From an optimization exercise on the open Yosys and OpenROAD flow, aimed at small area, a short achievable clock period and few clock cycles per item; shortcuts taken in it are not production practice.
Only simulation tests tie the RTL to the original design; equivalence was not proved.
No activity file was given, so power comes from the tool's default toggle rates.

File: design/flow/constraint.sdc
create_clock -name core_clock -period 7.0 [get_ports {clk}]
set_input_delay 1.4000 -clock core_clock [delete_from_list [all_inputs] [get_ports {clk}]]
set_output_delay 1.4000 -clock core_clock [all_outputs]
set_load 0.01 [all_outputs]
File: design/flow/flow/run.sh
#!/bin/bash
# The standard layout with two changes:
#  - the full and half adder cells are added to the don't-use list, so
#    synthesis leaves adders as plain gates for ABC to map
#  - the port buffers are the smallest plain buffer (buf_1) instead of the
#    default delay buffer
set -e
DU="$(cat flow/dont_use.txt)"
export BUFFER_PORTS_ARGS="-buffer_cell sky130_fd_sc_hd__buf_1"
bash standard.sh "DONT_USE_CELLS=$DU" finish > standard.log 2>&1
File: design/flow/flow/dont_use.txt
sky130_fd_sc_hd__probe_p_8 sky130_fd_sc_hd__probec_p_8 sky130_fd_sc_hd__lpflow_bleeder_1 sky130_fd_sc_hd__lpflow_clkbufkapwr_1 sky130_fd_sc_hd__lpflow_clkbufkapwr_16 sky130_fd_sc_hd__lpflow_clkbufkapwr_2 sky130_fd_sc_hd__lpflow_clkbufkapwr_4 sky130_fd_sc_hd__lpflow_clkbufkapwr_8 sky130_fd_sc_hd__lpflow_clkinvkapwr_1 sky130_fd_sc_hd__lpflow_clkinvkapwr_16 sky130_fd_sc_hd__lpflow_clkinvkapwr_2 sky130_fd_sc_hd__lpflow_clkinvkapwr_4 sky130_fd_sc_hd__lpflow_clkinvkapwr_8 sky130_fd_sc_hd__lpflow_decapkapwr_12 sky130_fd_sc_hd__lpflow_decapkapwr_3 sky130_fd_sc_hd__lpflow_decapkapwr_4 sky130_fd_sc_hd__lpflow_decapkapwr_6 sky130_fd_sc_hd__lpflow_decapkapwr_8 sky130_fd_sc_hd__lpflow_inputiso0n_1 sky130_fd_sc_hd__lpflow_inputiso0p_1 sky130_fd_sc_hd__lpflow_inputiso1n_1 sky130_fd_sc_hd__lpflow_inputiso1p_1 sky130_fd_sc_hd__lpflow_inputisolatch_1 sky130_fd_sc_hd__lpflow_isobufsrc_1 sky130_fd_sc_hd__lpflow_isobufsrc_16 sky130_fd_sc_hd__lpflow_isobufsrc_2 sky130_fd_sc_hd__lpflow_isobufsrc_4 sky130_fd_sc_hd__lpflow_isobufsrc_8 sky130_fd_sc_hd__lpflow_isobufsrckapwr_16 sky130_fd_sc_hd__lpflow_lsbuf_lh_hl_isowell_tap_1 sky130_fd_sc_hd__lpflow_lsbuf_lh_hl_isowell_tap_2 sky130_fd_sc_hd__lpflow_lsbuf_lh_hl_isowell_tap_4 sky130_fd_sc_hd__lpflow_lsbuf_lh_isowell_4 sky130_fd_sc_hd__lpflow_lsbuf_lh_isowell_tap_1 sky130_fd_sc_hd__lpflow_lsbuf_lh_isowell_tap_2 sky130_fd_sc_hd__lpflow_lsbuf_lh_isowell_tap_4  sky130_fd_sc_hd__fa_1 sky130_fd_sc_hd__fa_2 sky130_fd_sc_hd__fa_4 sky130_fd_sc_hd__ha_1 sky130_fd_sc_hd__ha_2 sky130_fd_sc_hd__ha_4
File: design/flow/standard.sh
#!/bin/bash
# synth_recipe.tcl (not shown) runs the flow's synth.tcl, then flattens the netlist and writes it again
# the make line also repeats each setting of config.mk as NAME=value (left out here)
make -C /OpenROAD-flow-scripts/flow DESIGN_CONFIG=/design/flow/config.mk WORK_HOME=/design/flow/orfs CLKGATE_MAP_FILE= SYNTH_SCRIPT=/design/flow/synth_recipe.tcl "${@:-finish}"
File: design/flow/design.v
`timescale 1ns/1ps
`default_nettype none
package int_pipe_pkg;
    typedef logic [31:0] word_t;
    typedef logic [31:0] instr_t;
    typedef logic [4:0]  reg_addr_t;
    typedef logic [4:0]  shamt_t;
    localparam logic [5:0] OP_SPECIAL = 6'b000000;
    localparam logic [5:0] FN_MOVZ = 6'b001010;
    localparam logic [5:0] FN_MOVN = 6'b001011;
    localparam logic [5:0] FN_SYNC = 6'b001111;
endpackage
`default_nettype wire
`timescale 1ns/1ps
`default_nettype none
import int_pipe_pkg::*;
module instr_decoder (
    input  int_pipe_pkg::instr_t    instr,
    input  logic                    rt_zero,
    output logic                    sel_sum,       
    output logic                    sel_slt,       
    output logic                    sel_g,         
    output logic                    sel_p,         
    output logic                    sel_nor,       
    output logic                    sel_lui,       
    output logic                    sel_shr,       
    output logic                    sel_shl,       
    output logic                    sub,           
    output logic                    lt_signed,
    output logic                    srcb_imm,      
    output logic                    srcb_zero,     
    output logic                    imm_sext,      
    output logic                    sft_var,
    output logic                    sft_left,
    output logic                    sft_arith,
    output logic                    wen,
    output int_pipe_pkg::reg_addr_t dest,
    output logic                    reserved
);
    logic [5:0] op;
    logic [5:0] fn;
    logic       special;
    logic       f_arith;      
    logic       f_and;
    logic       f_or;
    logic       f_xor;
    logic       f_nor;
    logic       f_slt;        
    logic       f_shr;        
    logic       f_shl;        
    logic       f_mov;        
    logic       f_sync;
    logic       o_add;        
    logic       o_slt;        
    logic       o_and;
    logic       o_or;
    logic       o_xor;
    logic       o_lui;
    logic       rsv;
    assign op      = instr[31:26];
    assign fn      = instr[5:0];
    assign special = (op == OP_SPECIAL);
    assign f_arith = (fn[5:2] == 4'b1000);
    assign f_and   = (fn == 6'b100100);
    assign f_or    = (fn == 6'b100101);
    assign f_xor   = (fn == 6'b100110);
    assign f_nor   = (fn == 6'b100111);
    assign f_slt   = (fn[5:1] == 5'b10101);
    assign f_shr   = (fn[5:3] == 3'b000) && fn[1];
    assign f_shl   = (fn[5:3] == 3'b000) && (fn[1:0] == 2'b00);
    assign f_mov   = (fn[5:1] == 5'b00101);
    assign f_sync  = (fn == FN_SYNC);
    assign o_add   = (op[5:1] == 5'b00100);
    assign o_slt   = (op[5:1] == 5'b00101);
    assign o_and   = (op == 6'b001100);
    assign o_or    = (op == 6'b001101);
    assign o_xor   = (op == 6'b001110);
    assign o_lui   = (op == 6'b001111);
    assign sel_sum = (special && f_arith) || o_add;
    assign sel_slt = (special && f_slt) || o_slt;
    assign sel_g   = (special && (f_and || f_or)) || o_and || o_or;
    assign sel_p   = (special && (f_or || f_xor || f_mov)) || o_or || o_xor;
    assign sel_nor = special && f_nor;
    assign sel_lui = o_lui;
    assign sel_shr = special && f_shr;
    assign sel_shl = special && f_shl;
    assign sub       = special ? (fn[5] && !fn[2] && fn[1]) : (!op[2] && op[1]);
    assign lt_signed = special ? !fn[0] : !op[0];
    assign srcb_imm  = !special;
    assign srcb_zero = special && f_mov;
    assign imm_sext  = !op[2];
    assign sft_var   = fn[2];
    assign sft_left  = !fn[1];
    assign sft_arith = fn[0];
    assign rsv      = !((special && (f_arith || f_and || f_or || f_xor || f_nor || f_slt
                                     || f_shr || f_shl || f_mov || f_sync))
                        || o_add || o_slt || o_and || o_or || o_xor || o_lui);
    assign reserved = rsv;
    assign wen      = (special && f_mov) ? (rt_zero ^ fn[0]) : !(rsv || (special && f_sync));
    assign dest     = (rsv || (special && f_sync)) ? 5'd0 : (special ? instr[15:11] : instr[20:16]);
endmodule
`default_nettype wire
`timescale 1ns/1ps
`default_nettype none
import int_pipe_pkg::*;
module exec_unit (
    input  int_pipe_pkg::instr_t    instr,
    input  int_pipe_pkg::word_t     rs_val,
    input  int_pipe_pkg::word_t     rt_val,
    input  logic                    sel_sum,
    input  logic                    sel_slt,
    input  logic                    sel_g,
    input  logic                    sel_p,
    input  logic                    sel_nor,
    input  logic                    sel_lui,
    input  logic                    sel_shr,
    input  logic                    sel_shl,
    input  logic                    sub,
    input  logic                    lt_signed,
    input  logic                    srcb_imm,
    input  logic                    srcb_zero,
    input  logic                    imm_sext,
    input  logic                    sft_var,
    input  logic                    sft_left,
    input  logic                    sft_arith,
    output int_pipe_pkg::word_t     result
);
    logic [15:0]          imm;
    int_pipe_pkg::word_t  srcb;
    int_pipe_pkg::word_t  bx;
    int_pipe_pkg::word_t  p;
    int_pipe_pkg::word_t  g;
    int_pipe_pkg::word_t  cy;
    int_pipe_pkg::word_t  sum;
    int_pipe_pkg::word_t  sft_in;
    int_pipe_pkg::word_t  sft_out;
    int_pipe_pkg::word_t  sft_rev;
    int_pipe_pkg::shamt_t sft_amt;
    logic                 lt;
    logic                 fill;
    assign imm  = instr[15:0];
    assign srcb = srcb_imm ? {{16{imm_sext & imm[15]}}, imm} : (rt_val & {32{!srcb_zero}});
    assign bx   = srcb ^ {32{sub}};
    assign p    = rs_val ^ bx;
    assign g    = rs_val & bx;
    always_comb
    begin
        logic [31:0] gg;
        logic [31:0] pp;
        gg    = g;
        pp    = p;
        gg[0] = g[0] | (p[0] & sub);
        for (int l = 0; l < 5; l++)
            for (int i = 0; i < 32; i++)
                if ((i >> l) & 1)
                begin
                    gg[i] = gg[i] | (pp[i] & gg[((i >> l) << l) - 1]);
                    pp[i] = pp[i] & pp[((i >> l) << l) - 1];
                end
        cy = {gg[30:0], sub};
    end
    assign sum = p ^ cy;
    assign lt = (rs_val[31] ^ srcb[31]) ? (lt_signed ? rs_val[31] : srcb[31]) : sum[31];
    assign sft_amt = sft_var ? rs_val[4:0] : instr[10:6];
    assign fill    = sft_arith & rt_val[31];
    always_comb
    begin
        for (int i = 0; i < 32; i++)
            sft_in[i] = sft_left ? rt_val[31 - i] : rt_val[i];
    end
    assign sft_out = 32'($signed({fill, sft_in}) >>> sft_amt);
    always_comb
    begin
        for (int i = 0; i < 32; i++)
            sft_rev[i] = sft_out[31 - i];
    end
    assign result = ({32{sel_sum}} & sum)
                  | ({32{sel_g}}   & g)
                  | ({32{sel_p}}   & p)
                  | ({32{sel_nor}} & ~(rs_val | srcb))
                  | ({32{sel_lui}} & {imm, 16'h0000})
                  | ({32{sel_slt}} & {31'b0, lt})
                  | ({32{sel_shr}} & sft_out)
                  | ({32{sel_shl}} & sft_rev);
endmodule
`default_nettype wire
`timescale 1ns/1ps
`default_nettype none
import int_pipe_pkg::*;
module result_stage (
    input  logic                     clk,
    input  logic                     reset,
    input  logic                     in_valid,
    output logic                     in_ready,
    input  logic                     sel_wen,
    input  int_pipe_pkg::reg_addr_t  sel_dest,
    input  int_pipe_pkg::word_t      sel_data,
    input  logic                     sel_reserved,
    output logic                     out_valid,
    input  logic                     out_ready,
    output logic                     out_wen,
    output int_pipe_pkg::reg_addr_t  out_dest,
    output int_pipe_pkg::word_t      out_data,
    output logic                     out_reserved
);
    assign in_ready = !out_valid || out_ready;
    always_ff @(posedge clk)
    begin
        if (reset)
            out_valid <= 1'b0;
        else if (in_ready)
            out_valid <= in_valid;
    end
    always_ff @(posedge clk)
    begin
        if (in_valid && in_ready)
        begin
            out_wen      <= sel_wen;
            out_dest     <= sel_dest;
            out_data     <= sel_data;
            out_reserved <= sel_reserved;
        end
    end
endmodule
`default_nettype wire
`timescale 1ns/1ps
`default_nettype none
import int_pipe_pkg::*;
module int_pipe_top (
    input  logic                     clk,
    input  logic                     reset,
    input  logic                     in_valid,
    output logic                     in_ready,
    input  int_pipe_pkg::instr_t     instr,
    input  int_pipe_pkg::word_t      rs_data,
    input  int_pipe_pkg::word_t      rt_data,
    output logic                     out_valid,
    input  logic                     out_ready,
    output logic                     out_wen,
    output int_pipe_pkg::reg_addr_t  out_dest,
    output int_pipe_pkg::word_t      out_data,
    output logic                     out_reserved
);
    logic sel_sum, sel_slt, sel_g, sel_p, sel_nor, sel_lui, sel_shr, sel_shl;
    logic sub, lt_signed, srcb_imm, srcb_zero, imm_sext;
    logic sft_var, sft_left, sft_arith;
    logic wen, reserved;
    int_pipe_pkg::reg_addr_t dest;
    int_pipe_pkg::word_t     result;
    instr_decoder u_instr_decoder (
        .instr     (instr),
        .rt_zero   (rt_data == '0),
        .sel_sum   (sel_sum),
        .sel_slt   (sel_slt),
        .sel_g     (sel_g),
        .sel_p     (sel_p),
        .sel_nor   (sel_nor),
        .sel_lui   (sel_lui),
        .sel_shr   (sel_shr),
        .sel_shl   (sel_shl),
        .sub       (sub),
        .lt_signed (lt_signed),
        .srcb_imm  (srcb_imm),
        .srcb_zero (srcb_zero),
        .imm_sext  (imm_sext),
        .sft_var   (sft_var),
        .sft_left  (sft_left),
        .sft_arith (sft_arith),
        .wen       (wen),
        .dest      (dest),
        .reserved  (reserved)
    );
    exec_unit u_exec_unit (
        .instr     (instr),
        .rs_val    (rs_data),
        .rt_val    (rt_data),
        .sel_sum   (sel_sum),
        .sel_slt   (sel_slt),
        .sel_g     (sel_g),
        .sel_p     (sel_p),
        .sel_nor   (sel_nor),
        .sel_lui   (sel_lui),
        .sel_shr   (sel_shr),
        .sel_shl   (sel_shl),
        .sub       (sub),
        .lt_signed (lt_signed),
        .srcb_imm  (srcb_imm),
        .srcb_zero (srcb_zero),
        .imm_sext  (imm_sext),
        .sft_var   (sft_var),
        .sft_left  (sft_left),
        .sft_arith (sft_arith),
        .result    (result)
    );
    result_stage u_result_stage (
        .clk          (clk),
        .reset        (reset),
        .in_valid     (in_valid),
        .in_ready     (in_ready),
        .sel_wen      (wen),
        .sel_dest     (dest),
        .sel_data     (result),
        .sel_reserved (reserved),
        .out_valid    (out_valid),
        .out_ready    (out_ready),
        .out_wen      (out_wen),
        .out_dest     (out_dest),
        .out_data     (out_data),
        .out_reserved (out_reserved)
    );
endmodule
`default_nettype wire
File: design/flow/config.mk
export PLATFORM = sky130hd
export DESIGN_NAME = int_pipe_top
export DESIGN_NICKNAME = int_pipe_top
export VERILOG_FILES = /design/flow/design.v
export SDC_FILE = /design/flow/constraint.sdc
export NUM_CORES = 4
export LEC_CHECK = 0
export ABC_AREA = 1
export CAP_MARGIN = 20
export CORE_MARGIN = 2
export CORE_UTILIZATION = 40
export SETUP_SLACK_MARGIN = 2.75
export SLEW_MARGIN = 20
==> flow_metrics.env, run 1 <==
export IMPL_synth_fp_nets=1515
export IMPL_rows=51
export IMPL_grt_pass1_wl_um=47500
export IMPL_crit_path_start="instr[5]"
export IMPL_yosysWarnings=2
export IMPL_mostFrequentLayoutCell="nand2_1"
export IMPL_die_w_um=144
export IMPL_finalHoldViolCount=0
export IMPL_crit_end="u_result_stage.out_data[29]"
export IMPL_synthToLayoutAreaGrowth_pct=13.6
export IMPL_cts_max_level=2
export IMPL_clkLatencyLatePin_ps=300
export IMPL_cts_buffer_depth=2
export IMPL_cts_clk_slew_worst_paths_ps=60
export IMPL_rsz0062_at_grt="no"
export IMPL_min_path_type="reg2reg"
export IMPL_slew_headroom_pct=35.4
export IMPL_firstDrtPassIters=6
export IMPL_drt_wl_total_um=32200
export IMPL_synth_edf_count=39
export IMPL_max_cap_viol_count=0
export IMPL_post_synth_cell_area_avg_um2=5.54
export IMPL_syn_inst=1415
export IMPL_synth_area_leader_cell="nand2_1"
export IMPL_r2r_end="u_result_stage.out_wen"
export IMPL_finClkSkew_ps=5.61
export IMPL_fp_coreArea_mm2=0.0193
export IMPL_hold_depth=2
export IMPL_ir_drop_v=0.0000818
export IMPL_grt_max_degree=55
export IMPL_port_buffers=135
export IMPL_synthTopCellsByArea="nand2_1 (23%), edfxtp_1 (15%), o21ai_0 (9.7%), nand3_1 (7.9%), inv_1 (6.1%)"
export IMPL_dp_hpwl_um=25500
export IMPL_synth_top_area_share_pct=22.9
export IMPL_worstPathArrival_ps=4380
export IMPL_tns_ps=0
export IMPL_root_buffer="clkbuf_16"
export IMPL_nets=1619
export IMPL_worstPathMaxFanout=23
export IMPL_io_pins=141
export IMPL_power_mw=1.16
export IMPL_end_kind="register"
export IMPL_p_leak_nw=4.06
export IMPL_yosysSeqAreaShare_pct=15.2
export IMPL_power_density_mw_per_mm2=130
export IMPL_drc=0
export IMPL_cts_tree="yes"
export IMPL_crit_type="in2reg"
export IMPL_grt_util_all_layers_pct=30.2
export IMPL_maxSlewViolCount=0
export IMPL_cts_sinks=40
export IMPL_drtIter0Drc=1154
export IMPL_period_needed_ps=4220
export IMPL_gp_congestion=0.994
export IMPL_ys_flop_type="edfxtp_1"
export IMPL_first_global_vias=8344
export IMPL_reg2reg_depth=2
export IMPL_postRouteAntennaNets=0
export IMPL_dieArea_mm2=0.0207
export IMPL_avgViaCountPerCell=5.74
export IMPL_die_y_um=144
export IMPL_r2r_start="u_result_stage.out_valid"
export IMPL_status="no timing/DRC/antenna violations"
export IMPL_synth_seq_cells=40
export IMPL_syn_area_mm2=0.00784
export IMPL_layout_drive_gt1_share_pct=11.0
export IMPL_synth_cell_types=57
export IMPL_max_freq_ghz=0.237
export IMPL_route_vias_total=10237
export IMPL_antennaDiodeCount=0
export IMPL_rrSetupSlack_ps=5700
export IMPL_fin_crit_sh_pct=60.2
export IMPL_setup_viol=0
export IMPL_antenna_found_initial=0
export IMPL_synthArstFlopShare_pct=0
export IMPL_start_kind="input pin"
export IMPL_required_ps=7160
export IMPL_wl_per_cell_um=18.0
export IMPL_ctsHoldBuffers=0
export IMPL_initial_utilization_pct=40.6
export IMPL_cts_buffers=5
export IMPL_grt_ovfl_total=0
export IMPL_worst_slew_pin_slew_ps=968
export IMPL_layout_common_cells="nand2_1 (478), o21ai_0 (147), buf_1 (131)"
-- synth_stat cells (2+ instances only) --
cell type,number
inv_2,15
edfxtp_1,39
nand3_1,124
o22ai_1,4
nor2_1,84
a21oi_1,78
o21bai_1,2
buf_2,13
o32ai_1,9
nor3_1,28
buf_4,7
clkbuf_1,30
nand4_1,8
nand2_2,29
nand3_2,24
o211ai_1,10
o21ai_0,152
o21ai_1,16
inv_1,127
nor2_4,3
mux2i_1,6
a221oi_1,3
nand2_4,2
clkinv_1,3
o221ai_1,6
a211oi_1,4
nor2_8,2
nor2_2,6
or2_2,13
o2111ai_1,8
o221a_2,3
nor4_1,16
buf_6,12
nand2_1,479
xor2_1,5
a31oi_1,10
nand3b_1,11
buf_1,5
-- state kept, by name, indices dropped and copies added, names as in the netlist --
register / flops
u_result_stage.out_data: 32
u_result_stage.out_wen: 1
u_result_stage.out_dest: 5
u_result_stage.out_valid: 1
u_result_stage.out_reserved: 1
-- what timing repair did --
item                                    CTS  global route
resized for setup                        23            17
endpoints found under the setup margin   32            23
gates cloned                              2             1
pin swaps                                 2             6
buffers inserted                          6             4
-- kinds of logic (layout without fill, tap and decap cells) --
family | after synthesis | count (layout) | synth area share, %
AOI/OAI and AO/OA | 317 | 317 | 23.2
and+or+nand+nor | 834 | 837 | 48.3
buffers and inverters | 213 | 315 | 11.9
muxes | 6 | 6 | 0.766
xor gates and xnor gates | 5 | 5 | 0.558
DFF | 40 | 40 | 15.2
-- report_power, final --
| part | total [mW] | internal, mW | switching (mW) |
|---|---|---|---|
| sequential | 0.284 | 0.280 | 0.00375 |
| clock | 0.275 | 0.170 | 0.105 |
| combinational | 0.597 | 0.171 | 0.426 |
-- cell type report --
cell class	instances	area, µm²
flip-flops and latches	40	1190
multi-input cells	1165	5910
well taps	265	332
inverters	146	553
clock inverters	3	46.3
clock buffers	5	125
fillers	2142	10400
repair buffers	161	753
-- worst max-delay path, stage by stage --
cell and delay [ps]:
buf_1 260, inv_1 230, nor2_1 130, nand2_1 130, nor3_1 620, inv_1 650
nor3_1 350, a21oi_1 70, o21ai_0 90, a21oi_1 120, o221a_2 210, nand2_1 110
-- how the worst min path moves through the flow --
| stage | from | endpoint |
|---|---|---|
| 2_1_floorplan | u_result_stage.out_valid | u_result_stage.out_valid |
| 5_1_grt | u_result_stage.out_valid | u_result_stage.out_valid |
| 6_report | u_result_stage.out_valid | u_result_stage.out_valid |
| 3_5_place_dp | u_result_stage.out_valid | u_result_stage.out_valid |
| 4_1_cts | u_result_stage.out_valid | u_result_stage.out_valid |
| 3_3_place_gp | u_result_stage.out_valid | u_result_stage.out_valid |
-- metal layers --
metal / up-vias / global-route usage [%] / part of all wire (%)
met1: 4581 / 44.4 / 43
li1: 4980 / - / -
met2: 599 / 44.5 / 42
met5: - / 0 / 0
met3: 77 / 3.84 / 12
met4: 0 / 11.6 / 3.8
-- through the flow --
stage	util (%)	hold slack [ps]	std cells	cell area [µm²]	setup WS [ps]
2_1_floorplan	-	577	1415	7840	3200
3_3_place_gp	43.7	523	1764	8450	1690
3_5_place_dp	43.7	529	1764	8450	1670
4_1_cts	45.5	540	1780	8790	2760
5_1_grt	46.1	582	1785	8910	2750
6_report	46.1	533	1785	8910	2780
Testbench counts, summed over its fixed seeds: cycles 16,008, items 16,000.
==> run 2: changes to the inputs <==
--- a/design/flow/config.mk
+++ b/design/flow/config.mk
@@ -9,5 +9,5 @@
 export CAP_MARGIN = 20
 export CORE_MARGIN = 2
 export CORE_UTILIZATION = 40
-export SETUP_SLACK_MARGIN = 2.75
+export SETUP_SLACK_MARGIN = 2.25
 export SLEW_MARGIN = 20
==> flow_metrics.env, run 2 <==
export IMPL_yosysSeqAreaShare_pct=15.2
export IMPL_nets=1610
export IMPL_synth_area_leader_cell="nand2_1"
export IMPL_power_density_mw_per_mm2=132
export IMPL_synth_cell_types=57
export IMPL_grt_pass1_wl_um=46900
export IMPL_slowest_stage="a221oi_1"
export IMPL_max_freq_ghz=0.225
export IMPL_synthArstFlopShare_pct=0
export IMPL_synthTopCellsByArea="nand2_1 (23%), edfxtp_1 (15%), o21ai_0 (9.7%), nand3_1 (7.9%), inv_1 (6.1%)"
export IMPL_synth_top_area_share_pct=22.9
export IMPL_fp_coreArea_mm2=0.0193
export IMPL_syn_inst=1415
export IMPL_reg2reg_depth=2
export IMPL_drtIter0Drc=1144
export IMPL_worstPathMaxFanout=43
export IMPL_rrSetupSlack_ps=5700
export IMPL_post_synth_cell_area_avg_um2=5.54
export IMPL_gr_usage_met2_pct=44.3
export IMPL_top_usage_layer="met2"
export IMPL_largest_register="u_result_stage.out_data"
export IMPL_r2r_start="u_result_stage.out_valid"
export IMPL_p_leak_nw=3.98
export IMPL_top_regs="u_result_stage.out_data (32), u_result_stage.out_dest (5)"
export IMPL_avgViaCountPerCell=5.70
export IMPL_grt_util_all_layers_pct=29.8
export IMPL_antenna_found_initial=0
export IMPL_cts_buffers=5
export IMPL_worstHoldEndpoint="u_result_stage.out_valid"
export IMPL_use_met3_pct=3.44
export IMPL_port_buffers=135
export IMPL_first_global_vias=8272
export IMPL_final_cells=1776
export IMPL_tns_ps=0
export IMPL_initial_utilization_pct=40.6
export IMPL_mostFrequentLayoutCell="nand2_1"
export IMPL_start_kind="input pin"
export IMPL_fin_crit_sh_pct=63.4
export IMPL_maxSlewViolCount=0
export IMPL_ctsHoldBuffers=0
export IMPL_layout_common_cells="nand2_1 (479), o21ai_0 (148), buf_1 (133)"
export IMPL_cts_buffer_depth=2
export IMPL_root_buffer="clkbuf_16"
export IMPL_finalHoldViolCount=0
export IMPL_rsz0062_at_grt="no"
export IMPL_cts_max_level=2
export IMPL_grt_max_degree=55
export IMPL_path_buf_inv=3
export IMPL_layout_drive_gt1_share_pct=9.53
export IMPL_dieArea_mm2=0.0207
export IMPL_cpMostUsedCell="o21ai_0"
export IMPL_synth_seq_cells=40
export IMPL_io_pins=141
export IMPL_dpl_cell_count=1764
export IMPL_syn_area_mm2=0.00784
export IMPL_worst_slew_pin_slew_ps=987
export IMPL_yosysMostFrequentCell="nand2_1"
export IMPL_setup_viol=0
export IMPL_max_cap_viol_count=0
export IMPL_cpPeakStageDelay_ps=520
export IMPL_required_ps=7030
export IMPL_ir_drop_v=0.0000821
export IMPL_wl_per_cell_um=17.9
export IMPL_die_w_um=144
export IMPL_ys_flop_type="edfxtp_1"
export IMPL_firstDrtPassIters=5
export IMPL_grt_ovfl_total=0
export IMPL_cts_clk_slew_worst_paths_ps=70
export IMPL_path_cells="buf_2 > nand2_1 > o21ai_2 > buf_4 > inv_2 > o21ai_1 > mux2i_1 > o21ai_0 > nand2_1 > o21ai_0 > o21ai_0 > a221oi_1 > o21ai_0"
export IMPL_grt_use_met1_pct=43.8
export IMPL_min_path_type="reg2reg"
export IMPL_hold_depth=2
export IMPL_worstPathArrival_ps=4470
export IMPL_r2r_end="u_result_stage.out_wen"
export IMPL_yosysWarnings=2
export IMPL_antennaDiodeCount=0
export IMPL_synth_fp_nets=1515
export IMPL_period_needed_ps=4440
export IMPL_dp_hpwl_um=25500
export IMPL_cts_tree="yes"
export IMPL_cts_sinks=40
export IMPL_yosys_top_cells_count="nand2_1 (479), o21ai_0 (152), inv_1 (127), nand3_1 (124), nor2_1 (84)"
export IMPL_clkLatencyLatePin_ps=300
export IMPL_status="no timing/DRC/antenna violations"
export IMPL_die_y_um=144
export IMPL_finClkSkew_ps=5.94
export IMPL_synth_edf_count=39
export IMPL_utilization_pct=45.0
export IMPL_cp_depth=13
export IMPL_slew_headroom_pct=34.1
export IMPL_hold_start="u_result_stage.out_valid"
export IMPL_cp_top_family="compound AO/OA/AOI/OAI gates"
export IMPL_synthToLayoutAreaGrowth_pct=11.1
export IMPL_largest_reg_flops=32
export IMPL_route_vias_total=10129
export IMPL_drt_wl_total_um=31800
export IMPL_end_kind="register"
export IMPL_crit_type="in2reg"
export IMPL_gp_congestion=0.994
export IMPL_drc=0
export IMPL_rows=51
export IMPL_postRouteAntennaNets=0
-- run 2: routing by layer --
metal,up-vias,wire length [µm]
met4,0,1240
met3,79,3270
met2,534,13200
li1,4963,-
met1,4553,14100
met5,-,0
-- run 2: worst max-delay path by stage --
stage	from	to	slack [ps]
finish	instr[2]	u_result_stage.out_data[20]	2560
global route	instr[1]	u_result_stage.out_data[16]	2300
CTS	instr[2]	u_result_stage.out_data[0]	2280
detailed placement	instr[2]	u_result_stage.out_data[0]	1670
global placement	instr[2]	u_result_stage.out_data[0]	1690
floorplan	in_valid	u_result_stage.out_data[0]	3200
-- run 2: cell families (layout without fill, tap and decap cells) --
group           after synthesis  in the layout  synth area share, %
compound gates              317            317                 23.2
xor+xnor                      5              5                0.558
buf+inv                     213            308                 11.9
flops                        40             40                 15.2
mux                           6              6                0.766
simple gates                834            835                 48.3
-- run 2: tightest hold or removal path: cells and delay by family (launching register included) --
| kind | cells | cell delay, ps |
|---|---|---|
| AND/OR/NAND/NOR | 1 | 90 |
| AO/OA/AOI/OAI | 1 | 60 |
| flip-flops | 1 | 340 |
-- run 2: metrics by stage --
| step | hold slack, ps | power, mW | worst slack, ps | area [µm²] |
|---|---|---|---|---|
| 3_3_place_gp | 523 | 0.850 | 1690 | 8450 |
| 2_1_floorplan | 577 | 0.688 | 3200 | 7840 |
| 4_1_cts | 540 | 1.13 | 2280 | 8680 |
| 5_1_grt | 582 | 1.22 | 2300 | 8710 |
| 6_report | 533 | 1.15 | 2560 | 8710 |
| 3_5_place_dp | 529 | 0.854 | 1670 | 8450 |
-- run 2: repair_timing --
item                                    in CTS  in global routing
resized for setup                            5                 10
cloned                                       0                  1
buffers inserted                             3                  0
pin swaps                                    1                  1
endpoints found under the setup margin      18                 19
-- run 2: area by class of cell --
class,count,area [µm²]
fillers,2164,10600
multi-input cells,1163,5790
flip-flops and latches,40,1190
repair buffers,154,671
inverters,146,551
well taps,265,332
clock buffers,5,125
clock inverters,3,46.3
-- run 2: where the power goes --
part           leakage (nW)  switching [mW]  internal, mW  total (mW)
Clock                0.0804           0.106         0.170       0.276
Combinational          3.51           0.420         0.167       0.586
Sequential            0.395         0.00376         0.280       0.284
==> run 3: changes to the inputs <==
--- a/design/flow/config.mk
+++ b/design/flow/config.mk
@@ -9,5 +9,5 @@
 export CAP_MARGIN = 20
 export CORE_MARGIN = 2
 export CORE_UTILIZATION = 40
-export SETUP_SLACK_MARGIN = 2.25
+export SETUP_SLACK_MARGIN = 2.5
 export SLEW_MARGIN = 20
==> flow_metrics.env, run 3 <==
export IMPL_status="no timing/DRC/antenna violations"
export IMPL_worstPathMaxFanout=43
export IMPL_cpPeakStageDelay_ps=390
export IMPL_gp_congestion=0.994
export IMPL_maxSlewViolCount=0
export IMPL_syn_area_mm2=0.00784
export IMPL_syn_inst=1415
export IMPL_synth_seq_cells=40
export IMPL_dieArea_mm2=0.0207
export IMPL_rrSetupSlack_ps=5700
export IMPL_combPwrFrac_pct=51.4
export IMPL_max_cap_viol_count=0
export IMPL_grt_ovfl_total=0
export IMPL_crit_path_start="rs_data[0]"
export IMPL_yosysSeqAreaShare_pct=15.2
export IMPL_synthArstFlopShare_pct=0
export IMPL_crit_end="u_result_stage.out_data[28]"
export IMPL_wl_per_cell_um=18.0
export IMPL_r2r_end="u_result_stage.out_wen"
export IMPL_synth_fp_nets=1515
export IMPL_drc=0
export IMPL_worst_slew_pin_slew_ps=1000
export IMPL_synthToLayoutAreaGrowth_pct=12.5
export IMPL_avgViaCountPerCell=5.75
export IMPL_power_mw=1.15
export IMPL_netSwitchingPower_mw=0.533
export IMPL_fin_crit_sh_pct=61.5
export IMPL_end_kind="register"
export IMPL_clkLatencyLatePin_ps=300
export IMPL_post_synth_cell_area_avg_um2=5.54
export IMPL_tns_ps=0
export IMPL_layout_drive_gt1_share_pct=10.3
export IMPL_largest_reg_flops=32
export IMPL_p_leak_nw=4.03
export IMPL_antenna_found_initial=0
export IMPL_seq_area_mm2=0.00119
export IMPL_ir_drop_v=0.0000833
export IMPL_sw_frac_of_total_pct=46.3
export IMPL_cts_buffer_depth=2
export IMPL_rows=51
export IMPL_drt_wl_total_um=32200
export IMPL_layout_common_cells="nand2_1 (479), o21ai_0 (147), buf_1 (133)"
export IMPL_max_freq_ghz=0.232
export IMPL_synthTopCellsByArea="nand2_1 (23%), edfxtp_1 (15%), o21ai_0 (9.7%), nand3_1 (7.9%), inv_1 (6.1%)"
export IMPL_root_buffer="clkbuf_16"
export IMPL_fillers=2164
export IMPL_required_ps=7040
export IMPL_drtIter0Drc=1254
export IMPL_cts_tree="yes"
export IMPL_period_needed_ps=4300
export IMPL_yosysMostFrequentCell="nand2_1"
export IMPL_firstDrtPassIters=7
export IMPL_slowest_stage="nor4_1"
export IMPL_io_pins=141
export IMPL_largest_register="u_result_stage.out_data"
export IMPL_ys_flop_type="edfxtp_1"
export IMPL_start_kind="input pin"
export IMPL_die_w_um=144
export IMPL_yosysWarnings=2
export IMPL_power_density_mw_per_mm2=130
export IMPL_cts_clk_slew_worst_paths_ps=70
export IMPL_multi_input_area_mm2=0.00586
export IMPL_initial_utilization_pct=40.6
export IMPL_yosys_top_cells_count="nand2_1 (479), o21ai_0 (152), inv_1 (127), nand3_1 (124), nor2_1 (84)"
export IMPL_finalHoldViolCount=0
export IMPL_worstPathArrival_ps=4340
export IMPL_dp_hpwl_um=25500
export IMPL_path_cells="buf_1 > inv_1 > nand2_1 > o21ai_2 > buf_4 > inv_2 > o21ai_0 > o21ai_0 > o21ai_0 > o21ai_0 > nand2_1 > o21ai_1 > nor2_1 > nor4_1 > nand2_1"
export IMPL_finClkSkew_ps=6.65
export IMPL_setup_viol=0
export IMPL_cpMostUsedCell="o21ai_0"
export IMPL_grt_pass1_wl_um=47100
export IMPL_die_y_um=144
export IMPL_grt_util_all_layers_pct=29.9
export IMPL_min_path_type="reg2reg"
export IMPL_synth_top_area_share_pct=22.9
export IMPL_cts_max_level=2
export IMPL_p_clk_share_pct=24.0
export IMPL_p_int_mw=0.618
export IMPL_pwr_share_seq_pct=24.7
export IMPL_synth_cell_types=57
export IMPL_r2r_start="u_result_stage.out_valid"
export IMPL_first_global_vias=8276
export IMPL_slew_headroom_pct=33.1
export IMPL_cts_sinks=40
export IMPL_holdWs_ps=533
export IMPL_port_buffers=135
export IMPL_route_vias_total=10265
export IMPL_postRouteAntennaNets=0
export IMPL_grt_max_degree=55
export IMPL_antennaDiodeCount=0
export IMPL_reg2reg_depth=2
export IMPL_fp_coreArea_mm2=0.0193
export IMPL_cts_buffers=5
export IMPL_ctsHoldBuffers=0
export IMPL_mostFrequentLayoutCell="nand2_1"
export IMPL_crit_type="in2reg"
export IMPL_synth_area_leader_cell="nand2_1"
export IMPL_synth_edf_count=39
export IMPL_nets=1618
export IMPL_rsz0062_at_grt="no"
export IMPL_top_regs="u_result_stage.out_data (32), u_result_stage.out_dest (5)"
run 3: cell counts after synthesis:
Identical to the previous run, type by type.
run 3: critical path: cells and delay by family:
kind | cells | cell delay [ps]
AO/OA/AOI/OAI | 6 | 1290
buffers and inverters | 4 | 870
AND/OR/NAND/NOR | 5 | 780
run 3: power groups by stage:
stage               Sequential [mW]  Combinational [mW]  Clock, mW
global route                  0.286               0.650      0.287
finish                        0.284               0.591      0.276
CTS                           0.284               0.571      0.279
floorplan                     0.299               0.389          0
detailed placement            0.289               0.564          0
global placement              0.289               0.561          0
run 3: per-layer routing:
layer | up-vias | part of all wire [%] | routed length, µm | global-route usage [%]
met1 | 4580 | 43 | 13900 | 44.1
met3 | 83 | 12 | 3720 | 3.34
met4 | 0 | 3.6 | 1160 | 10.4
met5 | - | 0 | 0 | 0
met2 | 622 | 42 | 13400 | 44.8
li1 | 4980 | - | - | -
run 3: worst min path at each step:
| stage | to | cells past startpoint | from |
|---|---|---|---|
| 2_1_floorplan | u_result_stage.out_valid | 2 | u_result_stage.out_valid |
| 3_3_place_gp | u_result_stage.out_valid | 2 | u_result_stage.out_valid |
| 3_5_place_dp | u_result_stage.out_valid | 2 | u_result_stage.out_valid |
| 4_1_cts | u_result_stage.out_valid | 2 | u_result_stage.out_valid |
| 5_1_grt | u_result_stage.out_valid | 2 | u_result_stage.out_valid |
| 6_report | u_result_stage.out_valid | 2 | u_result_stage.out_valid |
run 3: stage by stage:
step | std cells | worst slack, ps | instance area [µm²] | util [%]
detailed placement | 1764 | 1670 | 8450 | 43.7
floorplan | 1415 | 3200 | 7840 | -
global placement | 1764 | 1690 | 8450 | 43.7
global route | 1784 | 2500 | 8820 | 45.6
finish | 1784 | 2700 | 8820 | 45.6
CTS | 1776 | 2520 | 8710 | 45.0
run 3: layout make-up:
cell class	count	area share (%)
inverter	146	6.24
timing repair buffer	160	8.17
tap	265	3.76
clock buffer	5	1.42
sequential	40	13.5
multi-input combinational	1165	66.4
clock inverter	3	0.525
run 3: kinds of logic after synthesis:
logic type	after synthesis	share of synthesized area, %
simple gates	834	48.3
flops	40	15.2
mux	6	0.766
xor+xnor	5	0.558
compound gates	317	23.2
buf+inv	213	11.9
run 3: timing repair:
action                                  in CTS  in global routing
gates resized for setup                     10                 14
setup buffers                                3                  6
gates cloned                                 1                  2
pin swaps                                    2                  2
endpoints found under the setup margin      29                 25
==> run 4: changes to the inputs <==
--- a/design/flow/config.mk
+++ b/design/flow/config.mk
@@ -8,6 +8,6 @@
 export ABC_AREA = 1
 export CAP_MARGIN = 20
 export CORE_MARGIN = 2
-export CORE_UTILIZATION = 40
-export SETUP_SLACK_MARGIN = 2.5
+export CORE_UTILIZATION = 50
+export SETUP_SLACK_MARGIN = 2.75
 export SLEW_MARGIN = 20
==> flow_metrics.env, run 4 <==
export IMPL_status="no timing/DRC/antenna violations"
export IMPL_utilization_pct=58.3
export IMPL_synth_cell_types=57
export IMPL_worst_slew_pin_slew_ps=707
export IMPL_route_vias_total=10229
export IMPL_tns_ps=0
export IMPL_cts_buffers=5
export IMPL_root_buffer="clkbuf_16"
export IMPL_die_w_um=129
export IMPL_power_mw=1.12
export IMPL_antenna_found_initial=1
export IMPL_finClkSkew_ps=4.92
export IMPL_synth_top_area_share_pct=22.9
export IMPL_wl_per_cell_um=18.7
export IMPL_crit_path_start="instr[5]"
export IMPL_max_freq_ghz=0.239
export IMPL_slew_headroom_pct=52.7
export IMPL_maxSlewViolCount=0
export IMPL_grt_max_degree=54
export IMPL_synthToLayoutAreaGrowth_pct=13.4
export IMPL_cts_sinks=40
export IMPL_worstPathArrival_ps=4240
export IMPL_power_density_mw_per_mm2=126
export IMPL_yosysMostFrequentCell="nand2_1"
export IMPL_port_buffers=135
export IMPL_synth_seq_cells=40
export IMPL_largest_register="u_result_stage.out_data"
export IMPL_dieArea_mm2=0.0167
export IMPL_yosysWarnings=2
export IMPL_end_kind="register"
export IMPL_cts_max_level=2
export IMPL_synth_fp_nets=1515
export IMPL_cpPeakStageDelay_ps=460
export IMPL_drc=0
export IMPL_start_kind="input pin"
export IMPL_ir_drop_v=0.0000827
export IMPL_postRouteAntennaNets=0
export IMPL_seq_area_mm2=0.00119
export IMPL_grt_util_all_layers_pct=37.8
export IMPL_multi_input_area_mm2=0.00596
export IMPL_max_cap_viol_count=0
export IMPL_crit_end="u_result_stage.out_data[29]"
export IMPL_nets=1624
export IMPL_setup_viol=0
export IMPL_rrSetupSlack_ps=5690
export IMPL_slowest_stage="a21oi_1"
export IMPL_first_global_vias=8497
export IMPL_grt_pass1_wl_um=48200
export IMPL_synthArstFlopShare_pct=0
export IMPL_finalHoldViolCount=0
export IMPL_synth_area_leader_cell="nand2_1"
export IMPL_synthTopCellsByArea="nand2_1 (23%), edfxtp_1 (15%), o21ai_0 (9.7%), nand3_1 (7.9%), inv_1 (6.1%)"
export IMPL_r2r_end="u_result_stage.out_data[3]"
export IMPL_cts_buffer_depth=2
export IMPL_avgViaCountPerCell=5.89
export IMPL_reg2reg_depth=2
export IMPL_ctsHoldBuffers=0
export IMPL_fp_coreArea_mm2=0.0153
export IMPL_worstPathMaxFanout=21
export IMPL_layout_drive_gt1_share_pct=11.7
export IMPL_drt_wl_total_um=32500
export IMPL_layout_common_cells="nand2_1 (475), o21ai_0 (146), buf_1 (132)"
export IMPL_largest_reg_flops=32
export IMPL_syn_area_mm2=0.00784
export IMPL_io_pins=141
export IMPL_grt_ovfl_total=0
export IMPL_post_synth_cell_area_avg_um2=5.54
export IMPL_initial_utilization_pct=51.4
export IMPL_syn_inst=1415
export IMPL_clkLatencyLatePin_ps=300
export IMPL_dp_hpwl_um=24800
export IMPL_cpMostUsedCell="inv_1"
export IMPL_fin_crit_sh_pct=59.9
export IMPL_top_regs="u_result_stage.out_data (32), u_result_stage.out_dest (5)"
export IMPL_min_path_type="reg2reg"
export IMPL_r2r_start="u_result_stage.out_valid"
export IMPL_ys_flop_type="edfxtp_1"
export IMPL_die_y_um=129
export IMPL_period_needed_ps=4190
export IMPL_required_ps=7050
export IMPL_cts_clk_slew_worst_paths_ps=60
export IMPL_yosys_top_cells_count="nand2_1 (479), o21ai_0 (152), inv_1 (127), nand3_1 (124), nor2_1 (84)"
export IMPL_fillers=1645
export IMPL_firstDrtPassIters=6
export IMPL_mostFrequentLayoutCell="nand2_1"
export IMPL_rsz0062_at_grt="yes"
export IMPL_path_cells="buf_1 > inv_1 > nand3_2 > o21ai_0 > o21ai_1 > inv_1 > nor3_2 > buf_4 > inv_1 > a21oi_1 > o221a_2 > nand2_1"
export IMPL_yosysSeqAreaShare_pct=15.2
export IMPL_crit_type="in2reg"
export IMPL_drtIter0Drc=1221
export IMPL_rows=45
export IMPL_synth_edf_count=39
export IMPL_cts_tree="yes"
export IMPL_p_leak_nw=4.06
export IMPL_gp_congestion=1.02
export IMPL_hold_start="u_result_stage.out_valid"
==> run 4: cell count changes in the layout (fill, tap and decap cells not counted), sizes merged <==
cell,delta
inv,-2
bufinv,-1
buf,+4
clkinv,+1
diode,+1
clkinvlp,+2
o21ai,+2
==> run 4: report_power, final <==
group          switching, mW  internal (mW)  total, mW
Clock                  0.103          0.132      0.235
Combinational          0.428          0.172      0.601
Sequential           0.00408          0.280      0.284
==> run 4: worst min path at each step <==
stage / to / slack [ps] / depth (start not counted)
after global placement: u_result_stage.out_valid / 520 / 2
final: u_result_stage.out_valid / 540 / 2
after CTS: u_result_stage.out_valid / 540 / 2
after detailed placement: u_result_stage.out_valid / 530 / 2
after floorplan: u_result_stage.out_valid / 580 / 2
after global routing: u_result_stage.out_valid / 560 / 2
==> run 4: per-layer routing <==
layer	part of all wire, %	up-vias	track usage, %
met5	0	-	0
met4	4.2	0	13.9
met3	12	78	8.84
met2	42	603	55.5
met1	42	4549	53.8
li1	-	4999	-
==> run 4: cell families after synthesis <==
group           count (synthesis)  share of synthesized area, %
compound gates                317                          23.2
buf+inv                       213                          11.9
simple gates                  834                          48.3
mux                             6                         0.766
flops                          40                          15.2
xor+xnor                        5                         0.558
==> run 4: final cells by class <==
type,count,area share (%)
Antenna cell,1,0.0281
Clock buffer,6,1.45
Clock inverter,2,0.141
Inverter,146,6.26
Multi-Input combinational cell,1167,67.1
Sequential cell,40,13.4
Tap cell,211,2.97
Timing Repair Buffer,163,8.64
Timing Repair inverter,1,0.0563
==> run 4: metrics by stage <==
stage / setup WS (ps) / instances / area [µm²] / hold slack (ps)
after CTS: 2770 / 1727 / 8680 / 542
after detailed placement: 1760 / 1711 / 8390 / 533
after floorplan: 3200 / 1415 / 7840 / 577
after global placement: 1800 / 1711 / 8390 / 522
final: 2810 / 1737 / 8890 / 538
after global routing: 2730 / 1736 / 8890 / 563
==> run 4: timing repair <==
| action | CTS | global route |
|---|---|---|
| pin swaps | 3 | 6 |
| gates resized for setup | 14 | 33 |
| buffers inserted | 5 | 6 |
| endpoints found under the setup margin | 32 | 22 |
| cloned | 3 | 3 |
| hold endpoints to repair | 0 | 0 |
==> run 4: critical path: cells and delay by family <==
family                 cells  cell delay (ps)
AO/OA/AOI/OAI              4             1120
buffers and inverters      5             1220
AND/OR/NAND/NOR            3              480
==> run 5: changes to the inputs <==
--- a/design/flow/config.mk
+++ b/design/flow/config.mk
@@ -6,8 +6,8 @@
 export NUM_CORES = 4
 export LEC_CHECK = 0
 export ABC_AREA = 1
-export CAP_MARGIN = 20
+export CAP_MARGIN = 5
 export CORE_MARGIN = 2
 export CORE_UTILIZATION = 50
 export SETUP_SLACK_MARGIN = 2.75
-export SLEW_MARGIN = 20
+export SLEW_MARGIN = 5
==> flow_metrics.env, run 5 <==
export IMPL_status="no timing/DRC/antenna violations"
export IMPL_synth_top_area_share_pct=22.9
export IMPL_cts_clk_slew_worst_paths_ps=60
export IMPL_root_buffer="clkbuf_16"
export IMPL_postRouteAntennaNets=0
export IMPL_p_leak_nw=4.06
export IMPL_die_y_um=129
export IMPL_ys_flop_type="edfxtp_1"
export IMPL_tns_ps=0
export IMPL_ctsHoldBuffers=0
export IMPL_cts_buffer_depth=2
export IMPL_grt_pass1_wl_um=48200
export IMPL_io_pins=141
export IMPL_slew_headroom_pct=52.7
export IMPL_fillers=1645
export IMPL_synth_area_leader_cell="nand2_1"
export IMPL_largest_reg_flops=32
export IMPL_grt_ovfl_total=0
export IMPL_route_vias_total=10229
export IMPL_crit_type="in2reg"
export IMPL_max_freq_ghz=0.239
export IMPL_finClkSkew_ps=4.92
export IMPL_worstPathMaxFanout=21
export IMPL_min_path_type="reg2reg"
export IMPL_syn_area_mm2=0.00784
export IMPL_first_global_vias=8497
export IMPL_seq_area_mm2=0.00119
export IMPL_top_regs="u_result_stage.out_data (32), u_result_stage.out_dest (5)"
export IMPL_grt_util_all_layers_pct=37.8
export IMPL_maxSlewViolCount=0
export IMPL_cpMostUsedCell="inv_1"
export IMPL_cpPeakStageDelay_ps=460
export IMPL_ir_drop_v=0.0000827
export IMPL_drc=0
export IMPL_fp_coreArea_mm2=0.0153
export IMPL_end_kind="register"
export IMPL_synthTopCellsByArea="nand2_1 (23%), edfxtp_1 (15%), o21ai_0 (9.7%), nand3_1 (7.9%), inv_1 (6.1%)"
export IMPL_max_cap_viol_count=0
export IMPL_cts_max_level=2
export IMPL_port_buffers=135
export IMPL_dp_hpwl_um=24800
export IMPL_post_synth_cell_area_avg_um2=5.54
export IMPL_multi_input_area_mm2=0.00596
export IMPL_worst_slack_ps=2810
export IMPL_firstDrtPassIters=6
export IMPL_slowest_stage="a21oi_1"
export IMPL_path_buf_inv=5
export IMPL_drtIter0Drc=1221
export IMPL_largest_register="u_result_stage.out_data"
export IMPL_die_w_um=129
export IMPL_yosysMostFrequentCell="nand2_1"
export IMPL_setup_viol=0
export IMPL_synth_cell_types=57
export IMPL_mostFrequentLayoutCell="nand2_1"
export IMPL_synth_seq_cells=40
export IMPL_synth_edf_count=39
export IMPL_cts_tree="yes"
export IMPL_worst_slew_pin_slew_ps=707
export IMPL_synthArstFlopShare_pct=0
export IMPL_cts_sinks=40
export IMPL_period_needed_ps=4190
export IMPL_layout_common_cells="nand2_1 (475), o21ai_0 (146), buf_1 (132)"
export IMPL_power_density_mw_per_mm2=126
export IMPL_fin_crit_sh_pct=59.9
export IMPL_grt_max_degree=54
export IMPL_yosys_top_cells_count="nand2_1 (479), o21ai_0 (152), inv_1 (127), nand3_1 (124), nor2_1 (84)"
export IMPL_cp_top_family="buffers and inverters"
export IMPL_wl_per_cell_um=18.7
export IMPL_dpl_worst_slack_ps=1760
export IMPL_syn_inst=1415
export IMPL_initial_utilization_pct=51.4
export IMPL_antenna_found_initial=1
export IMPL_finalHoldViolCount=0
export IMPL_avgViaCountPerCell=5.89
export IMPL_required_ps=7050
export IMPL_clkLatencyLatePin_ps=300
export IMPL_cts_buffers=5
export IMPL_drt_wl_total_um=32500
export IMPL_nets=1624
export IMPL_synthToLayoutAreaGrowth_pct=13.4
export IMPL_layout_drive_gt1_share_pct=11.7
export IMPL_rsz0062_at_grt="yes"
export IMPL_synth_fp_nets=1515
export IMPL_rows=45
export IMPL_dieArea_mm2=0.0167
export IMPL_path_cells="buf_1 > inv_1 > nand3_2 > o21ai_0 > o21ai_1 > inv_1 > nor3_2 > buf_4 > inv_1 > a21oi_1 > o221a_2 > nand2_1"
export IMPL_yosysSeqAreaShare_pct=15.2
export IMPL_start_kind="input pin"
export IMPL_worstPathArrival_ps=4240
export IMPL_yosysWarnings=2
export IMPL_gp_congestion=1.02
[run 5: final cells by class]
| type | instances | share of cell area (%) |
|---|---|---|
| multi-input cells | 1167 | 67.1 |
| flip-flops and latches | 40 | 13.4 |
| repair buffers | 163 | 8.64 |
| inverters | 146 | 6.26 |
| well taps | 211 | 2.97 |
| clock buffers | 6 | 1.45 |
| clock inverters | 2 | 0.141 |
| repair inverters | 1 | 0.0563 |
| diodes | 1 | 0.0281 |
[run 5: where the power goes]
group	internal (mW)	switching [mW]
logic	0.172	0.428
registers	0.280	0.00408
clock network	0.132	0.103
[run 5: final timing paths]
kind              cells after the start                     start  slack, ps                          end
setup reg to reg                      2  u_result_stage.out_valid       5690   u_result_stage.out_data[3]
hold / removal                        2  u_result_stage.out_valid        540     u_result_stage.out_valid
hold reg to reg                       2  u_result_stage.out_valid        540     u_result_stage.out_valid
setup / recovery                     12                  instr[5]       2810  u_result_stage.out_data[29]
[run 5: metal layers]
layer  GRT usage, %  up-vias  wire length, µm  share of wire, %
li1               -     4999                -                 -
met1           53.8     4549            13600                42
met2           55.5      603            13600                42
met3           8.84       78             3950                12
met4           13.9        0             1350               4.2
met5              0        -                0                 0
[run 5: cells by family (layout without fill, tap and decap cells)]
group	Yosys count	count (layout)	share of synthesized area [%]
multiplexers	6	6	0.766
other	0	1	0
AND/OR/NAND/NOR	834	837	48.3
buffers and inverters	213	318	11.9
flip-flops	40	40	15.2
XOR/XNOR	5	5	0.558
AO/OA/AOI/OAI	317	319	23.2
[run 5: worst min-delay path: cells and delay by family (launching register included)]
kind	cells	cell delay (ps)
flops	1	340
simple gates	1	90
compound gates	1	60
[run 5: what timing repair did]
item / in CTS / in global routing
setup endpoints to repair: 32 / 22
cloned: 3 / 3
setup buffers: 5 / 6
pin swaps: 3 / 6
gates resized for setup: 14 / 33
[run 5: per-stage QoR]
step           hold slack [ps]  total power, mW  std cells  util, %  instance area, µm²
3_5_place_dp               533            0.849       1711     55.0                8390
6_report                   538             1.12       1737     58.3                8890
5_1_grt                    563             1.20       1736     58.2                8890
3_3_place_gp               522            0.845       1711     55.0                8390
2_1_floorplan              577            0.688       1415        -                7840
4_1_cts                    542             1.09       1727     56.9                8680
==> run 6: changes to the inputs <==
==> design/flow/flow/run.sh (replaced) <==
#!/bin/bash
# The standard layout with two changes:
#  - the full and half adder cells are added to the don't-use list, so
#    synthesis leaves adders as plain gates for ABC to map
#  - the port buffers are the smallest plain buffer (buf_2) instead of the
#    default delay buffer
set -e
DU="$(cat flow/dont_use.txt)"
export BUFFER_PORTS_ARGS="-buffer_cell sky130_fd_sc_hd__buf_2"
bash standard.sh "DONT_USE_CELLS=$DU" finish > standard.log 2>&1
--- a/design/flow/config.mk
+++ b/design/flow/config.mk
@@ -6,8 +6,8 @@
 export NUM_CORES = 4
 export LEC_CHECK = 0
 export ABC_AREA = 1
-export CAP_MARGIN = 5
+export CAP_MARGIN = 20
 export CORE_MARGIN = 2
 export CORE_UTILIZATION = 50
 export SETUP_SLACK_MARGIN = 2.75
-export SLEW_MARGIN = 5
+export SLEW_MARGIN = 20
==> flow_metrics.env, run 6 <==
export IMPL_cts_buffers=5
export IMPL_synthToLayoutAreaGrowth_pct=14.6
export IMPL_syn_inst=1415
export IMPL_antenna_found_initial=0
export IMPL_synth_fp_nets=1515
export IMPL_synth_edf_count=39
export IMPL_slew_headroom_pct=31.7
export IMPL_rows=45
export IMPL_crit_type="in2reg"
export IMPL_holdWs_ps=560
export IMPL_synth_top_area_share_pct=22.9
export IMPL_grt_max_degree=55
export IMPL_grt_use_met1_pct=54.5
export IMPL_yosysSeqAreaShare_pct=15.2
export IMPL_max_freq_ghz=0.241
export IMPL_reg2reg_depth=2
export IMPL_tns_ps=0
export IMPL_clkLatencyLatePin_ps=300
export IMPL_largest_reg_flops=32
export IMPL_ir_drop_v=0.0000983
export IMPL_worstPathArrival_ps=4180
export IMPL_layout_common_cells="nand2_1 (478), o21ai_0 (148), buf_2 (133)"
export IMPL_cts_clk_slew_worst_paths_ps=60
export IMPL_p_leak_nw=4.41
export IMPL_finalHoldViolCount=0
export IMPL_rrSetupSlack_ps=5670
export IMPL_grt_util_all_layers_pct=37.9
export IMPL_ys_flop_type="edfxtp_1"
export IMPL_firstDrtPassIters=8
export IMPL_yosys_area_share_simple_pct=48.3
export IMPL_synthAdderAreaFrac_pct=0
export IMPL_start_kind="input pin"
export IMPL_setup_viol=0
export IMPL_gr_usage_met2_pct=55.4
export IMPL_fp_coreArea_mm2=0.0153
export IMPL_maxSlewViolCount=0
export IMPL_cts_tree="yes"
export IMPL_layout_drive_gt1_share_pct=19.4
export IMPL_cts_buffer_depth=2
export IMPL_root_buffer="clkbuf_16"
export IMPL_use_met3_pct=8.26
export IMPL_mostFrequentLayoutCell="nand2_1"
export IMPL_synthArstFlopShare_pct=0
export IMPL_wl_per_cell_um=18.7
export IMPL_io_pins=141
export IMPL_grt_ovfl_total=0
export IMPL_cpPeakStageDelay_ps=410
export IMPL_avgViaCountPerCell=5.91
export IMPL_dieArea_mm2=0.0167
export IMPL_path_cells="buf_4 > nand2_1 > o21ai_2 > buf_4 > inv_2 > o21ai_0 > o21ai_0 > nand2_1 > o21ai_0 > o21ai_1 > nor2_1 > a211oi_1 > nand2_1"
export IMPL_top_regs="u_result_stage.out_data (32), u_result_stage.out_dest (5)"
export IMPL_required_ps=7030
export IMPL_ctsHoldBuffers=0
export IMPL_synth_xor_area_share_pct=0.558
export IMPL_die_y_um=129
export IMPL_yosysMostFrequentCell="nand2_1"
export IMPL_drtIter0Drc=1232
export IMPL_max_cap_viol_count=0
export IMPL_top_usage_layer="met2"
export IMPL_worstPathMaxFanout=32
export IMPL_drt_wl_total_um=32300
export IMPL_crit_end="u_result_stage.out_data[31]"
export IMPL_nets=1618
export IMPL_cts_max_level=2
export IMPL_period_needed_ps=4150
export IMPL_yosysWarnings=2
export IMPL_gp_congestion=1.02
export IMPL_largest_register="u_result_stage.out_data"
export IMPL_finClkSkew_ps=4.11
export IMPL_power_mw=1.13
export IMPL_crit_path_start="instr[2]"
export IMPL_rsz0062_at_grt="yes"
export IMPL_yosys_top_cells_count="nand2_1 (479), o21ai_0 (152), inv_1 (127), nand3_1 (124), nor2_1 (84)"
export IMPL_cts_sinks=40
export IMPL_route_vias_total=10232
export IMPL_slowest_stage="o21ai_0"
export IMPL_min_path_type="reg2reg"
export IMPL_antennaDiodeCount=0
export IMPL_dp_hpwl_um=24800
export IMPL_r2r_start="u_result_stage.out_valid"
export IMPL_synthTopCellsByArea="nand2_1 (23%), edfxtp_1 (15%), o21ai_0 (9.7%), nand3_1 (7.9%), inv_1 (6.1%)"
export IMPL_postRouteAntennaNets=0
export IMPL_initial_utilization_pct=51.4
export IMPL_synth_compound_area_share_pct=23.2
export IMPL_synth_area_leader_cell="nand2_1"
export IMPL_synth_seq_cells=40
export IMPL_r2r_end="u_result_stage.out_dest[4]"
export IMPL_die_w_um=129
export IMPL_worst_slew_pin_slew_ps=1020
export IMPL_synth_top_family_by_area="simple AND/OR/NAND/NOR gates"
export IMPL_fin_crit_sh_pct=59.3
export IMPL_synth_cell_types=57
export IMPL_synth_mux_area_share_pct=0.766
export IMPL_post_synth_cell_area_avg_um2=5.54
export IMPL_first_global_vias=8558
export IMPL_drc=0
export IMPL_syn_area_mm2=0.00784
export IMPL_end_kind="register"
export IMPL_port_buffers=135
export IMPL_grt_pass1_wl_um=48300
export IMPL_status="no timing/DRC/antenna violations"
export IMPL_power_density_mw_per_mm2=125
==> run 6: changes by cell type in the layout (fill, tap and decap cells not counted), moves of 3 or more <==
cell	before	now
buf_1	132	0
buf_2	1	133
buf_4	24	19
nand2_1	475	478
nand2_2	32	28
==> run 6: cell type report <==
class	instances	area, µm²
Timing Repair Buffer	158	920
Clock buffer	6	129
Multi-Input combinational cell	1167	5920
Sequential cell	40	1190
Fill cell	1625	6270
Inverter	146	551
Tap cell	211	264
Clock inverter	2	12.5
==> run 6: per-stage QoR <==
step | util, % | cell area [µm²] | std cells | setup slack (ps)
6_report | 58.9 | 8990 | 1730 | 2850
5_1_grt | 58.9 | 8990 | 1730 | 2730
4_1_cts | 58.0 | 8850 | 1727 | 2780
3_5_place_dp | 56.0 | 8550 | 1710 | 1680
3_3_place_gp | 56.0 | 8550 | 1710 | 1730
2_1_floorplan | - | 7840 | 1415 | 3200
==> run 6: power by group <==
part	switching, mW	total [mW]	internal [mW]	leakage [nW]
combinational	0.425	0.607	0.182	3.95
clock	0.102	0.234	0.132	0.0669
sequential	0.00372	0.284	0.280	0.395
==> run 6: per-layer routing <==
metal	wire, µm	share of wire (%)
met1	13400	42
met2	13400	42
met3	4140	13
met4	1330	4.1
met5	0	0
==> run 6: cell families after synthesis <==
family | Yosys count
and+or+nand+nor | 834
AOI/OAI and AO/OA | 317
buffers and inverters | 213
DFF | 40
muxes | 6
xor gates and xnor gates | 5
==> run 6: timing repair <==
item / 4_1_cts / 5_1_grt
cloned: 4 / 1
resized for setup: 11 / 21
setup endpoints to repair: 32 / 20
endpoints found under the hold margin: 0 / 0
setup buffers: 5 / 2
pin swaps: 3 / 2
==> run 6: worst min path at each step <==
| stage | slack (ps) | to | cells past startpoint | start |
|---|---|---|---|---|
| floorplan | 580 | u_result_stage.out_valid | 2 | u_result_stage.out_valid |
| global placement | 520 | u_result_stage.out_valid | 2 | u_result_stage.out_valid |
| detailed placement | 560 | u_result_stage.out_valid | 2 | u_result_stage.out_valid |
| CTS | 570 | u_result_stage.out_valid | 2 | u_result_stage.out_valid |
| global route | 590 | u_result_stage.out_valid | 2 | u_result_stage.out_valid |
| finish | 560 | u_result_stage.out_valid | 2 | u_result_stage.out_valid |
==> run 6: worst max-delay path, delay by kind of cell <==
| family | cells | cell delay (ps) |
|---|---|---|
| AOI/OAI and AO/OA | 6 | 1490 |
| and+or+nand+nor | 4 | 440 |
| buffers and inverters | 3 | 830 |
==> run 7: changes to the inputs <==
==> design/flow/flow/run.sh (replaced) <==
#!/bin/bash
# The standard layout with three changes:
#  - synthesis maps with the ABC script in flow/abc_area.script (ABC_AREA=1
#    picks it up from a copy of the ORFS scripts folder; nothing else differs)
#  - the full and half adder cells are added to the don't-use list, so
#    synthesis leaves adders as plain gates for ABC to map
#  - the port buffers are the smallest plain buffer (buf_1) instead of the
#    default delay buffer
set -e
rm -rf scripts
cp -r "$FLOW_HOME/scripts" scripts
cp flow/abc_area.script scripts/abc_area.script
DU="$(cat flow/dont_use.txt)"
export BUFFER_PORTS_ARGS="-buffer_cell sky130_fd_sc_hd__buf_1"
bash standard.sh SCRIPTS_DIR="$PWD/scripts" "DONT_USE_CELLS=$DU" finish > standard.log 2>&1
==> design/flow/flow/abc_area.script (new file) <==
strash
dch
map -B 0.9
topo
--- a/design/flow/config.mk
+++ b/design/flow/config.mk
@@ -9,5 +9,5 @@
 export CAP_MARGIN = 20
 export CORE_MARGIN = 2
 export CORE_UTILIZATION = 50
-export SETUP_SLACK_MARGIN = 2.75
+export SETUP_SLACK_MARGIN = 3.0
 export SLEW_MARGIN = 20
==> flow_metrics.env, run 7 <==
export IMPL_grt_pass1_wl_um=50200
export IMPL_finalHoldViolCount=0
export IMPL_synth_area_leader_cell="nand2_1"
export IMPL_firstDrtPassIters=7
export IMPL_maxSlewViolCount=0
export IMPL_start_kind="input pin"
export IMPL_yosysWarnings=2
export IMPL_yosys_top_cells_count="nand2_1 (510), o21ai_0 (170), nand3_1 (149), clkinv_1 (146), nor2_1 (95)"
export IMPL_grt_ovfl_total=0
export IMPL_cts_max_level=2
export IMPL_synth_fp_nets=1448
export IMPL_first_global_vias=9283
export IMPL_top_regs="u_result_stage.out_data (32), u_result_stage.out_dest (5)"
export IMPL_synth_seq_cells=40
export IMPL_max_freq_ghz=0.243
export IMPL_drtIter0Drc=1896
export IMPL_nets=1688
export IMPL_largest_register="u_result_stage.out_data"
export IMPL_die_y_um=123
export IMPL_clkLatencyLatePin_ps=310
export IMPL_syn_inst=1348
export IMPL_syn_area_mm2=0.00713
export IMPL_synth_edf_count=39
export IMPL_yosysMostFrequentCell="nand2_1"
export IMPL_tns_ps=0
export IMPL_fin_crit_sh_pct=58.9
export IMPL_grt_util_all_layers_pct=44.1
export IMPL_antennaDiodeCount=0
export IMPL_antenna_found_initial=0
export IMPL_synth_cell_types=34
export IMPL_port_buffers=135
export IMPL_r2r_start="u_result_stage.out_valid"
export IMPL_dp_hpwl_um=24400
export IMPL_reg2reg_depth=2
export IMPL_synth_top_area_share_pct=26.9
export IMPL_crit_path_start="instr[5]"
export IMPL_ys_flop_type="edfxtp_1"
export IMPL_finClkSkew_ps=6.10
export IMPL_ir_drop_v=0.0000925
export IMPL_synthToLayoutAreaGrowth_pct=38.7
export IMPL_layout_drive_gt1_share_pct=19.6
export IMPL_worst_slew_pin_slew_ps=891
export IMPL_mostFrequentLayoutCell="nand2_1"
export IMPL_largest_reg_flops=32
export IMPL_rsz0062_at_grt="yes"
export IMPL_cts_buffers=5
export IMPL_drc=0
export IMPL_wl_per_cell_um=21.1
export IMPL_post_synth_cell_area_avg_um2=5.29
export IMPL_dieArea_mm2=0.0152
export IMPL_route_vias_total=11552
export IMPL_synthAdderAreaFrac_pct=0
export IMPL_io_pins=141
export IMPL_synthArstFlopShare_pct=0
export IMPL_yosys_area_share_simple_pct=49.1
export IMPL_synth_mux_area_share_pct=0.843
export IMPL_p_leak_nw=4.07
export IMPL_cts_sinks=40
export IMPL_synth_xor_area_share_pct=0.614
export IMPL_cts_clk_slew_worst_paths_ps=60
export IMPL_crit_type="in2reg"
export IMPL_die_w_um=123
export IMPL_setup_viol=0
export IMPL_min_path_type="reg2reg"
export IMPL_drt_wl_total_um=37400
export IMPL_r2r_end="u_result_stage.out_dest[1]"
export IMPL_max_cap_viol_count=0
export IMPL_end_kind="register"
export IMPL_worstPathArrival_ps=4170
export IMPL_initial_utilization_pct=51.3
export IMPL_layout_common_cells="nand2_1 (436), o21ai_0 (138), buf_1 (127)"
export IMPL_utilization_pct=71.2
export IMPL_root_buffer="clkbuf_16"
export IMPL_fp_coreArea_mm2=0.0139
export IMPL_power_density_mw_per_mm2=128
export IMPL_worstPathMaxFanout=12
export IMPL_postRouteAntennaNets=0
export IMPL_required_ps=7040
export IMPL_period_needed_ps=4120
export IMPL_cts_tree="yes"
export IMPL_status="no timing/DRC/antenna violations"
export IMPL_ctsHoldBuffers=0
export IMPL_rrSetupSlack_ps=5680
export IMPL_crit_end="u_result_stage.out_data[14]"
export IMPL_synth_compound_area_share_pct=25.1
export IMPL_avgViaCountPerCell=6.53
export IMPL_gp_congestion=1.07
export IMPL_yosysSeqAreaShare_pct=16.7
export IMPL_synth_top_family_by_area="simple AND/OR/NAND/NOR gates"
export IMPL_cts_buffer_depth=2
export IMPL_slew_headroom_pct=40.3
export IMPL_rows=43
export IMPL_grt_max_degree=54
export IMPL_synthTopCellsByArea="nand2_1 (27%), edfxtp_1 (16%), o21ai_0 (12%), nand3_1 (10%), clkinv_1 (7.7%)"
run 7: changes by cell type in the layout (fill, tap and decap cells not counted), sizes merged, moves of 2 or more:
cell	previous run	this run
o21ai	172	170
nand2	510	513
nand3	151	153
clkbuf	6	10
buf	158	221
clkinv	4	126
inv	143	19
run 7: worst max-delay path, cell delays in order:
cell and delay [ps]:
buf_2 220, clkinv_2 240, nand3_4 250, o21ai_0 120, o21ai_0 210, clkinv_1 140, nor3_4 420, clkinv_2 400
a31oi_1 310, o21ai_0 140, a21oi_1 190, o21ai_0 120
run 7: repair_timing:
item / 4_1_cts / 5_1_grt
buffers inserted: 21 / 50
cloned: 5 / 5
setup endpoints to repair: 32 / 29
resized for setup: 51 / 218
pin swaps: 14 / 46
run 7: per-layer routing:
metal	vias up	GRT usage, %	share of wire (%)
met5	-	0	0
met3	362	10.7	15
met4	0	31.6	10
li1	5143	-	-
met2	1042	66.3	40
met1	5005	54.9	34
run 7: worst min-delay path by stage:
stage,slack (ps),endpoint,from,cells past startpoint
finish,550,u_result_stage.out_valid,u_result_stage.out_valid,2
global route,580,u_result_stage.out_valid,u_result_stage.out_valid,2
CTS,550,u_result_stage.out_valid,u_result_stage.out_valid,2
detailed placement,550,u_result_stage.out_valid,u_result_stage.out_valid,2
global placement,520,u_result_stage.out_valid,u_result_stage.out_valid,2
floorplan,580,u_result_stage.out_valid,u_result_stage.out_valid,2
run 7: logic make-up (layout without fill, tap and decap cells):
group,after synthesis,count (layout)
DFF,40,40
and+or+nand+nor,834,843
AOI/OAI and AO/OA,317,317
muxes,6,6
buffers and inverters,146,378
xor gates and xnor gates,5,5
run 7: area by class of cell:
type                       instances  area, µm²
multi-input combinational       1171       6380
inverter                         146        593
sequential                        40       1190
clock buffer                       7        143
fill                            1247       4000
timing repair buffer             224       1340
clock inverter                     1       7.51
tap                              180        225
run 7: metrics by stage:
stage	setup slack (ps)	power (mW)	hold slack (ps)	std cells	area, µm²
after floorplan	2990	0.654	577	1348	7290
after global placement	1890	0.836	523	1680	8170
after detailed placement	1830	0.842	548	1680	8170
after CTS	2970	1.12	555	1714	8720
after global routing	2730	1.32	582	1769	9890
final	2880	1.27	549	1769	9890
run 7: power by group:
group | switching (mW) | internal, mW | total [mW]
clock | 0.112 | 0.143 | 0.255
sequential | 0.00405 | 0.280 | 0.284
combinational | 0.500 | 0.227 | 0.727
total | 0.617 | 0.650 | 1.27

Setup slack of run 7, layout unchanged: 2.878 ns with ideal ports, 2.901 ns with driving cells assumed (clock clkbuf_16, inputs buf_2), 2.552 ns with port delays also shifted by the 0.348 ns mid clock arrival.
